Source: an optimization exercise on an open RTL-to-GDS flow (aim: small area, a short achievable clock period and few clock cycles). Production flows keep margins and buffers that such runs may drop. The RTL was checked by simulation tests, not by an equivalence proof against the original design. Power and IR drop assume default switching activity.

===== run.sh =====
#!/bin/bash
# synth_recipe.tcl (not shown) runs the flow's synth.tcl, then flattens the netlist and writes it again
# the make line also repeats each setting of config.mk as NAME=value (left out here)
make -C /OpenROAD-flow-scripts/flow DESIGN_CONFIG=/design/flow/config.mk WORK_HOME=/design/flow/orfs CLKGATE_MAP_FILE= SYNTH_SCRIPT=/design/flow/synth_recipe.tcl finish

===== config.mk =====
export PLATFORM = sky130hd
export DESIGN_NAME = trail_fade_strip_renderer_top
export DESIGN_NICKNAME = trail_fade_strip_renderer_top
export VERILOG_FILES = /design/flow/design.v
export SDC_FILE = /design/flow/constraint.sdc
export NUM_CORES = 4
export LEC_CHECK = 0
export ABC_CLOCK_PERIOD_IN_PS = 3000
export CAP_MARGIN = 20
export CORE_MARGIN = 2
export CORE_UTILIZATION = 40
export CTS_CLUSTER_DIAMETER = 100
export CTS_CLUSTER_SIZE = 25
export SETUP_SLACK_MARGIN = 4.2
export SLEW_MARGIN = 20

===== design.v =====
package tfsr_pkg;
  localparam int TRAIL_LENGTH_DEF  = 64;
  localparam int STRIP_COLUMNS_DEF = 8;
  localparam int X_W      = 9;
  localparam int Y_W      = 8;
  localparam int OFFSET_W = 3;
  localparam int COLOR_W  = 16;
  localparam int SEL_W    = 2;
  localparam int LIMIT_W  = 8;
  localparam int CFG_W    = 8;
endpackage
module tfsr_store (
  input  logic          clk,
  input  logic          rst,
  input  logic          wr_en,
  input  logic [63:0]   wr_sel,
  input  logic [8:0]    wr_x,
  input  logic [7:0]    wr_y,
  input  logic [5:0]    wp,
  input  logic          full,
  input  logic [8:0]    start,
  input  logic [6:0]    start_hi1,
  input  logic          mask,
  input  logic [5:0]    mask_wp,
  input  logic          mask_wrap,
  output logic [63:0]   hits,
  output logic [575:0]  all_x,
  output logic [511:0]  all_y
);
  logic [8:0] mx [64];
  logic [7:0] my [64];
  always_ff @(posedge clk) begin
    for (int i = 0; i < 64; i++) begin
      if (wr_en && wr_sel[i]) begin
        mx[i] <= wr_x;
        my[i] <= wr_y;
      end
    end
  end
  logic [5:0] s_hi;
  logic [2:0] s_lo;
  logic [6:0] s_hi1;
  logic       s1_ok;
  always_comb begin
    s_hi  = start[8:3];
    s_lo  = start[2:0];
    s_hi1 = start_hi1;
    s1_ok = !s_hi1[6];
    for (int i = 0; i < 64; i++) begin
      logic ge;
      logic qge;
      logic vld;
      logic lt;
      logic wr;
      qge = (mx[i][2] && !s_lo[2]) ||
            ((mx[i][2] == s_lo[2]) && ((mx[i][1] && !s_lo[1]) ||
                                       ((mx[i][1] == s_lo[1]) && (mx[i][0] || !s_lo[0]))));
      lt  = 1'b0;
      for (int b = 0; b < 6; b++) begin
        if (((i >> b) & 1) == 1) begin
          lt = wp[b] && lt;
        end else begin
          lt = wp[b] || lt;
        end
      end
      ge  = 1'b1;
      for (int b = 0; b < 6; b++) begin
        if (((i >> b) & 1) == 1) begin
          ge = !mask_wp[b] || ge;
        end else begin
          ge = !mask_wp[b] && ge;
        end
      end
      if (!mask_wrap) begin
        wr = ge && lt;
      end else begin
        wr = ge || lt;
      end
      vld = (full || lt) && !(mask && wr);
      hits[i] = vld && ((mx[i][8:3] == s_hi && qge) ||
                        (s1_ok && mx[i][8:3] == s_hi1[5:0] && !qge));
      all_x[i*9 +: 9] = mx[i];
      all_y[i*8 +: 8] = my[i];
    end
  end
endmodule
module tfsr_shade (
  input  logic [5:0]  idx,
  input  logic [5:0]  wp,
  input  logic [1:0]  color_select,
  output logic [15:0] color
);
  logic [5:0] lvl6;
  logic [4:0] lvl5;
  always_comb begin
    lvl6 = idx - wp;
    lvl5 = lvl6[5:1] - {4'b0, (lvl6[5] && !lvl6[0])};
    case (color_select)
      2'd0:    color = {lvl5, 11'b0};
      2'd1:    color = {5'b0, lvl6, 5'b0};
      2'd2:    color = {11'b0, lvl5};
      default: color = '0;
    endcase
  end
endmodule
module tfsr_emit (
  input  logic          clk,
  input  logic          rst,
  input  logic          load,
  input  logic [63:0]   load_hits,
  input  logic [5:0]    load_wp,
  input  logic [2:0]    load_lo,
  input  logic [575:0]  all_x,
  input  logic [511:0]  all_y,
  input  logic [1:0]    color_select,
  input  logic          out_ready,
  output logic [63:0]   owed,
  output logic          free,
  output logic          out_valid,
  output logic [26:0]   out_data,
  output logic          out_hit,
  output logic          out_last
);
  logic [63:0] rem;
  logic        fresh;
  logic        none;
  logic [5:0]  rem_wp;
  logic [2:0]  rem_lo;
  logic        p_v;
  logic        p_hit;
  logic        p_last;
  logic [63:0] p_oh;
  logic [5:0]  p_wp;
  logic [5:0]  p_idx;
  logic [5:0]  oh_idx;
  logic [2:0]  p_lo;
  logic [63:0] pre [7];
  logic [63:0] below;
  logic [63:0] oh;
  logic [63:0] rest;
  logic [63:0] t_any [7];
  logic [63:0] t_mul [7];
  logic        any;
  logic        last;
  logic [7:0]  sel_y;
  logic [2:0]  sel_q;
  logic        out_free;
  logic        p_take;
  logic        pick;
  logic [15:0] color;
  logic [2:0]  off_tbl [8];
  always_comb begin
    pre[0] = rem;
    for (int l = 0; l < 6; l++) begin
      for (int i = 0; i < 64; i++) begin
        if (((i >> l) & 1) == 1) begin
          pre[l+1][i] = pre[l][i] | pre[l][((i >> l) << l) - 1];
        end else begin
          pre[l+1][i] = pre[l][i];
        end
      end
    end
    below = {pre[6][62:0], 1'b0};
    oh    = rem & ~below;
    rest  = rem & ~oh;
    t_any[0] = rem;
    t_mul[0] = '0;
    for (int l = 0; l < 6; l++) begin
      t_any[l+1] = '0;
      t_mul[l+1] = '0;
      for (int i = 0; i < (32 >> l); i++) begin
        t_any[l+1][i] = t_any[l][2*i] | t_any[l][2*i+1];
        t_mul[l+1][i] = t_mul[l][2*i] | t_mul[l][2*i+1] |
                        (t_any[l][2*i] & t_any[l][2*i+1]);
      end
    end
    owed = rem | (p_v ? p_oh : '0);
    oh_idx = '0;
    for (int i = 0; i < 64; i++) begin
      oh_idx = oh_idx | ({6{oh[i]}} & 6'(i));
    end
    any  = t_any[6][0];
    none = fresh && !any;
    last = !t_mul[6][0];
    out_free = !out_valid || out_ready;
    p_take   = !p_v || out_free;
    pick     = (any || none) && p_take;
    free     = (!any && !none) || (pick && (!any || last));
  end
  always_ff @(posedge clk) begin
    if (rst) begin
      rem   <= '0;
      fresh <= 1'b0;
    end else if (load) begin
      rem   <= load_hits;
      fresh <= 1'b1;
    end else if (pick) begin
      rem   <= rest;
      fresh <= 1'b0;
    end
  end
  always_ff @(posedge clk) begin
    if (load) begin
      rem_wp <= load_wp;
      rem_lo <= load_lo;
    end
  end
  always_ff @(posedge clk) begin
    if (rst) begin
      p_v <= 1'b0;
    end else if (pick) begin
      p_v <= 1'b1;
    end else if (out_free) begin
      p_v <= 1'b0;
    end
  end
  always_ff @(posedge clk) begin
    if (pick) begin
      p_hit  <= any;
      p_last <= !any || last;
      p_idx  <= oh_idx;
      p_oh   <= oh;
      p_wp   <= rem_wp;
      p_lo   <= rem_lo;
    end
  end
  always_comb begin
    sel_y   = '0;
    sel_q   = '0;
    for (int i = 0; i < 64; i++) begin
      sel_y   = sel_y | ({8{p_oh[i]}} & all_y[i*8 +: 8]);
      sel_q   = sel_q | ({3{p_oh[i]}} & all_x[i*9 +: 3]);
    end
  end
  always_comb begin
    for (int v = 0; v < 8; v++) begin
      off_tbl[v] = 3'(v) - p_lo;
    end
  end
  tfsr_shade u_shade (
    .idx          (p_idx),
    .wp           (p_wp),
    .color_select (color_select),
    .color        (color)
  );
  always_ff @(posedge clk) begin
    if (rst) begin
      out_valid <= 1'b0;
    end else if (out_free) begin
      out_valid <= p_v;
    end
  end
  always_ff @(posedge clk) begin
    if (out_free && p_v) begin
      out_hit  <= p_hit;
      out_last <= p_last;
      if (p_hit) begin
        out_data <= {color, sel_y, off_tbl[sel_q]};
      end else begin
        out_data <= '0;
      end
    end
  end
endmodule
module trail_fade_strip_renderer_top (
  input  logic        clk,
  input  logic        rst,
  input  logic        s_tvalid,
  output logic        s_tready,
  input  logic [31:0] s_tdata,   
  input  logic        s_tuser,   
  output logic        m_tvalid,
  input  logic        m_tready,
  output logic [31:0] m_tdata,   
  output logic        m_tuser,   
  output logic        m_tlast,
  input  logic        cfg_we,
  input  logic        cfg_index,
  input  logic [7:0]  cfg_data
);
  logic [1:0]  color_select;
  logic [7:0]  repeat_limit;
  logic [5:0]  wp;
  logic        full;
  logic [8:0]  last_x;
  logic [7:0]  last_y;
  logic        last_valid;
  logic [7:0]  repeat_count;
  logic        rdy_render;
  logic        i_v;
  logic        i_r;
  logic        st;
  logic        st_next;
  logic        upd;
  logic [8:0]  cur_x;
  logic [7:0]  cur_y;
  logic        cur_valid;
  logic        cur_sat;
  logic [16:0] i_d;
  logic        pend_v;
  logic [5:0]  pend_wp;
  logic        pend_wrap;
  logic [8:0]  start;
  logic [6:0]  start_hi1;
  logic        lap;
  logic        accept;
  logic        acc_add;
  logic        acc_render;
  logic        i_add;
  logic        i_render;
  logic        store;
  logic        stall;
  logic        commit;
  logic [63:0] wp_dec;
  logic [63:0] hits;
  logic [575:0] all_x;
  logic [511:0] all_y;
  logic [63:0] emit_owed;
  logic [63:0] owed_next;
  logic [63:0] phits;
  logic        wp_inc;
  logic [5:0]  wp_n;
  logic [63:0] win;
  logic        emit_free;
  logic        load;
  logic [5:0]  load_wp;
  logic [2:0]  load_lo;
  logic        pend_next;
  logic        add_next;
  logic        stall_next;
  logic [26:0] out_data;
  assign s_tready   = s_tuser ? rdy_render : !stall;
  assign accept     = s_tvalid && s_tready;
  assign acc_add    = accept && !s_tuser;
  assign acc_render = accept && s_tuser;
  always_comb begin
    i_add    = i_v && !i_r;
    i_render = i_v && i_r;
    store = st;
    upd       = i_add && !stall;
    cur_x     = (upd && st) ? i_d[8:0] : last_x;
    cur_y     = (upd && st) ? i_d[16:9] : last_y;
    cur_valid = last_valid || (upd && st);
    if (upd && st) begin
      cur_sat = (repeat_limit == 8'd0);
    end else if (upd) begin
      cur_sat = (repeat_count == 8'hFF) || (repeat_count + 8'd1 >= repeat_limit);
    end else begin
      cur_sat = (repeat_count >= repeat_limit);
    end
    st_next = !cur_valid || (cur_x != s_tdata[8:0]) || (cur_y != s_tdata[16:9]) || cur_sat;
    for (int i = 0; i < 64; i++) begin
      wp_dec[i] = (wp == 6'(i));
    end
    commit = i_add && !stall;
    load      = emit_free && (pend_v || i_render);
    load_wp   = pend_v ? pend_wp : wp;
    load_lo   = start[2:0];
    pend_next = (pend_v || i_render) && !emit_free;
    wp_inc     = commit && store;
    wp_n       = wp + {5'b0, wp_inc};
    win        = wp_inc ? {wp_dec[62:0], wp_dec[63]} : wp_dec;
    owed_next  = emit_owed | (pend_v ? phits : '0);
    lap        = pend_v && (wp_n + 6'd1 == pend_wp);
    add_next   = acc_add || stall;
    stall_next = add_next && (i_render || lap || |(owed_next & win));
  end
  always_ff @(posedge clk) begin
    if (rst) begin
      stall      <= 1'b0;
      rdy_render <= 1'b1;
      i_v        <= 1'b0;
      pend_v     <= 1'b0;
    end else begin
      stall      <= stall_next;
      rdy_render <= !stall_next && !pend_next && !acc_render;
      if (!stall) begin
        i_v <= accept;
      end
      pend_v <= pend_next;
    end
  end
  always_ff @(posedge clk) begin
    if (!stall) begin
      st  <= st_next;
      i_r <= s_tuser;
      i_d <= s_tdata[16:0];
    end
    phits <= hits;
    if (i_render) begin
      pend_wp   <= wp;
      pend_wrap <= 1'b0;
    end else if (commit && store && wp == 6'd63) begin
      pend_wrap <= 1'b1;
    end
    if (acc_render) begin
      start     <= s_tdata[25:17];
      start_hi1 <= {1'b0, s_tdata[25:20]} + 7'd1;
    end
  end
  always_ff @(posedge clk) begin
    if (rst) begin
      color_select <= 2'd0;
      repeat_limit <= 8'd16;
      wp           <= '0;
      full         <= 1'b0;
      last_valid   <= 1'b0;
      repeat_count <= '0;
    end else begin
      if (cfg_we) begin
        if (cfg_index) begin
          repeat_limit <= cfg_data;
        end else begin
          color_select <= cfg_data[1:0];
        end
      end
      if (commit) begin
        if (store) begin
          last_valid   <= 1'b1;
          repeat_count <= '0;
          wp           <= wp + 6'd1;
          if (wp == 6'd63) full <= 1'b1;
        end else if (repeat_count != 8'hFF) begin
          repeat_count <= repeat_count + 8'd1;
        end
      end
    end
  end
  always_ff @(posedge clk) begin
    if (commit && store) begin
      last_x <= i_d[8:0];
      last_y <= i_d[16:9];
    end
  end
  tfsr_store u_store (
    .clk    (clk),
    .rst    (rst),
    .wr_en  (commit && store),
    .wr_sel (wp_dec),
    .wr_x   (i_d[8:0]),
    .wr_y   (i_d[16:9]),
    .wp     (wp),
    .full   (full),
    .start  (start),
    .start_hi1 (start_hi1),
    .mask   (pend_v),
    .mask_wp(pend_wp),
    .mask_wrap(pend_wrap),
    .hits   (hits),
    .all_x  (all_x),
    .all_y  (all_y)
  );
  tfsr_emit u_emit (
    .clk          (clk),
    .rst          (rst),
    .load         (load),
    .load_hits    (hits),
    .load_wp      (load_wp),
    .load_lo      (load_lo),
    .all_x        (all_x),
    .all_y        (all_y),
    .color_select (color_select),
    .out_ready    (m_tready),
    .owed         (emit_owed),
    .free         (emit_free),
    .out_valid    (m_tvalid),
    .out_data     (out_data),
    .out_hit      (m_tuser),
    .out_last     (m_tlast)
  );
  assign m_tdata = {5'b0, out_data};
endmodule

===== constraint.sdc =====
create_clock -name core_clock -period 7.5 [get_ports {clk}]
set_input_delay 1.5000 -clock core_clock [delete_from_list [all_inputs] [get_ports {clk}]]
set_output_delay 1.5000 -clock core_clock [all_outputs]
set_load 0.01 [all_outputs]

==> run notes <==
worst hold-check path type reg -> reg; leakage power of the design 24.35 nW; setup tns final 0 ns; CTS Buf Count 71; most common cell after layout, fill and taps aside edfxtp_1; final-report setup violation count 0; count of input and output buffers 71; synthesized area divided by synthesized cell count 13.05 sq um; clock transition time at the flip-flop clock pins of the worst setup and hold paths 0.11 ns; number of cells traversed by the worst hold path 0; maximum number of pins on one net before global-route repair 66; peak supply drop 0.0001913 V; portion of synthesized cell area occupied by the leading cell type 0.5648; RSZ-0062 raised after global routing true; YS warnings 10; classification of the worst setup path reg -> reg; non-filler instance count after layout 7385; Worst Max-Slew Pin Slew 1.162 ns; run status no timing/DRC/antenna violations; total DRC errors in the routed layout 0; setup skew after layout 0.04552 ns; total number of nets in the final design 5364; storage element area 41080 sq um; routed via count divided by cell count 6.469; async set or reset register ratio after synthesis 0; later-pin clock latency in the skew report 0.74 ns; reg-to-reg setup timing slack 4.04 ns; register area share after synthesis 0.6188; required arrival time at the worst endpoint 8.17 ns; num rows 149; post-synthesis instance total 5083; worst hold endpoint u_emit.p_lo[1]; portion of the clock cycle consumed by the worst path in the final layout 0.4619; fraction of layout instances using a drive strength above 1 0.1062; Initial Utilization 0.4026; Worst Setup End Kind flop; final HPWL from detailed placement 178200 um; Iteration-0 DRC Markers 8100; DRT Wirelength 272800 um; clock tree from TritonCTS done; total routing usage reported by global routing 0.3144; floorplan core area 164800 sq um; average wire per standard cell 36.94 um; number of filler cells placed in the layout 14910; flop and latch count out of synthesis 1427; final max-slew violation count 0; count of distinct cell types in the synthesized netlist 83; final critical path time including I/O delays and setup 3.464 ns; area occupied by multi-input gates 24920 sq um; number of global-route vias before repair 44090; Startpoint Class flop; hold_ws 0.4268 ns; H-Tree Level Count 3; Total Die Area 169200 sq um; worst rel slew slack 0.2250; max-capacitance violation count 0; cell area after synthesis 66350 sq um; count of vias placed by the detailed router 47770; cell total after placement 7203; Final Hold Violating Endpoints 0; total I/O pin count 83; number of antenna violations at the first check in global routing 21; placer's final routability congestion estimate 1.036; vertical extent of the die 411.3 um; EDFF count, synth 1248; post-layout utilization of the core 0.4495; root cell of the clock tree clkbuf_16; leading cell types in the layout, fill and taps excluded edfxtp_1 (1248), xor2_1 (430), xnor2_1 (388), nand2_1 (256), a21oi_1 (197); Layout Area Growth over Synthesis 11.64%; detailed-routing iteration count for the pre-antenna-repair pass 6; power density over the cells 190.4 nW/um^2; die outline width 411.3 um; cell taking the most area after synthesis edfxtp_1; worst hold start u_emit.rem_lo[1]; FF-to-FF Start wp[4]; Detail Route Antenna Nets 0; Most used DFF post-synth edfxtp_1; synth top area cells edfxtp_1 (56%), xor2_1 (5.7%), dfxtp_1 (5.4%); clock sink count 1427; total overflow reported by the global router 0; Critical R2R Capture u_emit.rem[17]; arrival time reported for the critical path endpoint 4.13 ns; first-pass GRT wire length 367000 um; worst reg-to-reg path cell count 7; max frequency 288.6 MHz; maximum clock path buffer count 3; crit-path max FO 36
-- routing by layer --
| metal | wire length (um) | global-route usage | up-vias |
|---|---|---|---|
| met5 | 113 | 0.001696 | - |
| met4 | 15830 | 0.1528 | 18 |
| met3 | 37980 | 0.09428 | 656 |
| met2 | 115500 | 0.4565 | 3388 |
| met1 | 103300 | 0.4278 | 24230 |
| li1 | - | - | 19480 |
-- Yosys cell counts, drive strengths merged, types with 11 or more instances --
| cell | count |
|---|---|
| xnor2 | 388 |
| nor3 | 110 |
| or2 | 13 |
| xor2 | 430 |
| mux2i | 11 |
| or4 | 27 |
| ha | 161 |
| or3 | 12 |
| nand3 | 82 |
| o221ai | 30 |
| nand2 | 258 |
| a31oi | 30 |
| a21oi | 217 |
| and2 | 30 |
| nand2b | 77 |
| nor4 | 116 |
| dfxtp | 179 |
| and3 | 35 |
| nand3b | 14 |
| inv | 43 |
| a221oi | 178 |
| buf | 90 |
| a22oi | 133 |
| nor3b | 17 |
| edfxtp | 1248 |
| nor2b | 13 |
| nand4 | 143 |
| a221o | 31 |
| o31ai | 23 |
| a22o | 131 |
| nor2 | 229 |
| o21ai | 95 |
| a211oi | 12 |
| o22ai | 18 |
| a21o | 73 |
| clkbuf | 231 |
| maj3 | 52 |
-- where the power goes --
part	total [mW]	leakage (nW)	switching, mW	internal, mW
combinational	0.888	10.6	0.626	0.262
clock	4.52	1.01	2.69	1.84
sequential	8.69	12.7	0.0280	8.67
-- registers in the layout, indices dropped and copies added (netlist names), 7 cells and up --
register	cells
u_store.my	512
u_emit.out_data	27
u_store.mx	576
last_y	8
repeat_count	8
last_x	9
u_emit.p_oh	64
i_d	17
repeat_limit	8
start	9
phits	64
start_hi1	7
u_emit.rem	64
-- stage by stage --
step	cell area [sq um]	total power, mW	setup WS (ns)
floorplan	66420	9.358	4.195
global placement	70330	9.710	2.933
detailed placement	70400	9.722	2.866
CTS	73330	14.08	3.932
global route	74060	14.40	3.969
finish	74080	14.10	4.036
-- layout make-up --
class,instances,area share
clock inverters,15,0.002567
repair buffers,314,0.04126
multi-input cells,3295,0.3365
inverters,45,0.002415
flip-flops and latches,1427,0.5546
clock buffers,92,0.02547
diodes,8,0.0002703
well taps,2189,0.03697
-- how the worst max path moves through the flow --
stage / slack (ns) / cells after the start / end / from
finish: 4.04 / 7 / u_emit.rem[17] / wp[4]
CTS: 3.93 / 12 / rdy_render / st
detailed placement: 2.87 / 10 / rdy_render / wp[1]
global placement: 2.93 / 10 / rdy_render / wp[1]
global route: 3.97 / 10 / rdy_render / wp[4]
floorplan: 4.19 / 2 / u_emit.out_data[0] / m_tready
-- logic make-up (layout without fill, tap and decap cells) --
logic type / count (synthesis) / count (layout) / share of synthesized area
muxes: 17 / 17 / 0.002678
buffers and inverters: 366 / 466 / 0.02216
AOI/OAI and AO/OA: 1039 / 1039 / 0.1136
adders and majority gates: 215 / 215 / 0.03881
DFF: 1427 / 1427 / 0.6188
other: 1 / 13 / 0.00005652
xor gates and xnor gates: 818 / 818 / 0.1080
and+or+nand+nor: 1200 / 1201 / 0.09593
-- critical path, stage by stage (launching register included) --
cell,delay [ns]
dfxtp_1,0.34
buf_4,0.46
clkinv_1,0.67
o21ai_0,0.99
o221ai_1,0.34
a21oi_1,0.38
nand2_1,0.10
a21oi_1,0.13
-- repair_timing --
action,4_1_cts,5_1_grt
pin swaps,15,23
cloned,1,0
hold endpoints to repair,0,0
setup buffers,29,36
endpoints found under the setup margin,425,335
hold buffers,0,0
gates resized for setup,118,78
Testbench counts, summed over its fixed seeds: cycles 10,344.

-- static timing again, ports no longer ideal --
The results above use ideal ports. As a check the final layout listed here was re-extracted and re-timed, cells and wires unchanged. Step 1 assumes that a clkbuf_16 drives the clock port and a buf_2 every other input. Step 2 times the ports against the registers' clock, not the clock port: input delays grow and output delays shrink by t, the midpoint of the rising clock arrivals with the driver on. Three values: ideal ports, drivers, drivers and shift; two values: the first two.
t, ns: 0.797
slack for setup (ns): 4.036 / 4.036 / 3.617
latest minus earliest clock arrival (ns): 0.050 / 0.050
worst data-port slew with drivers (ns): 0.07
pins driven straight from the clock port: 1
After both steps this run still meets setup and hold. The setup slack of this run moves by 0.000 ns with the drivers and by -0.419 ns with both steps.
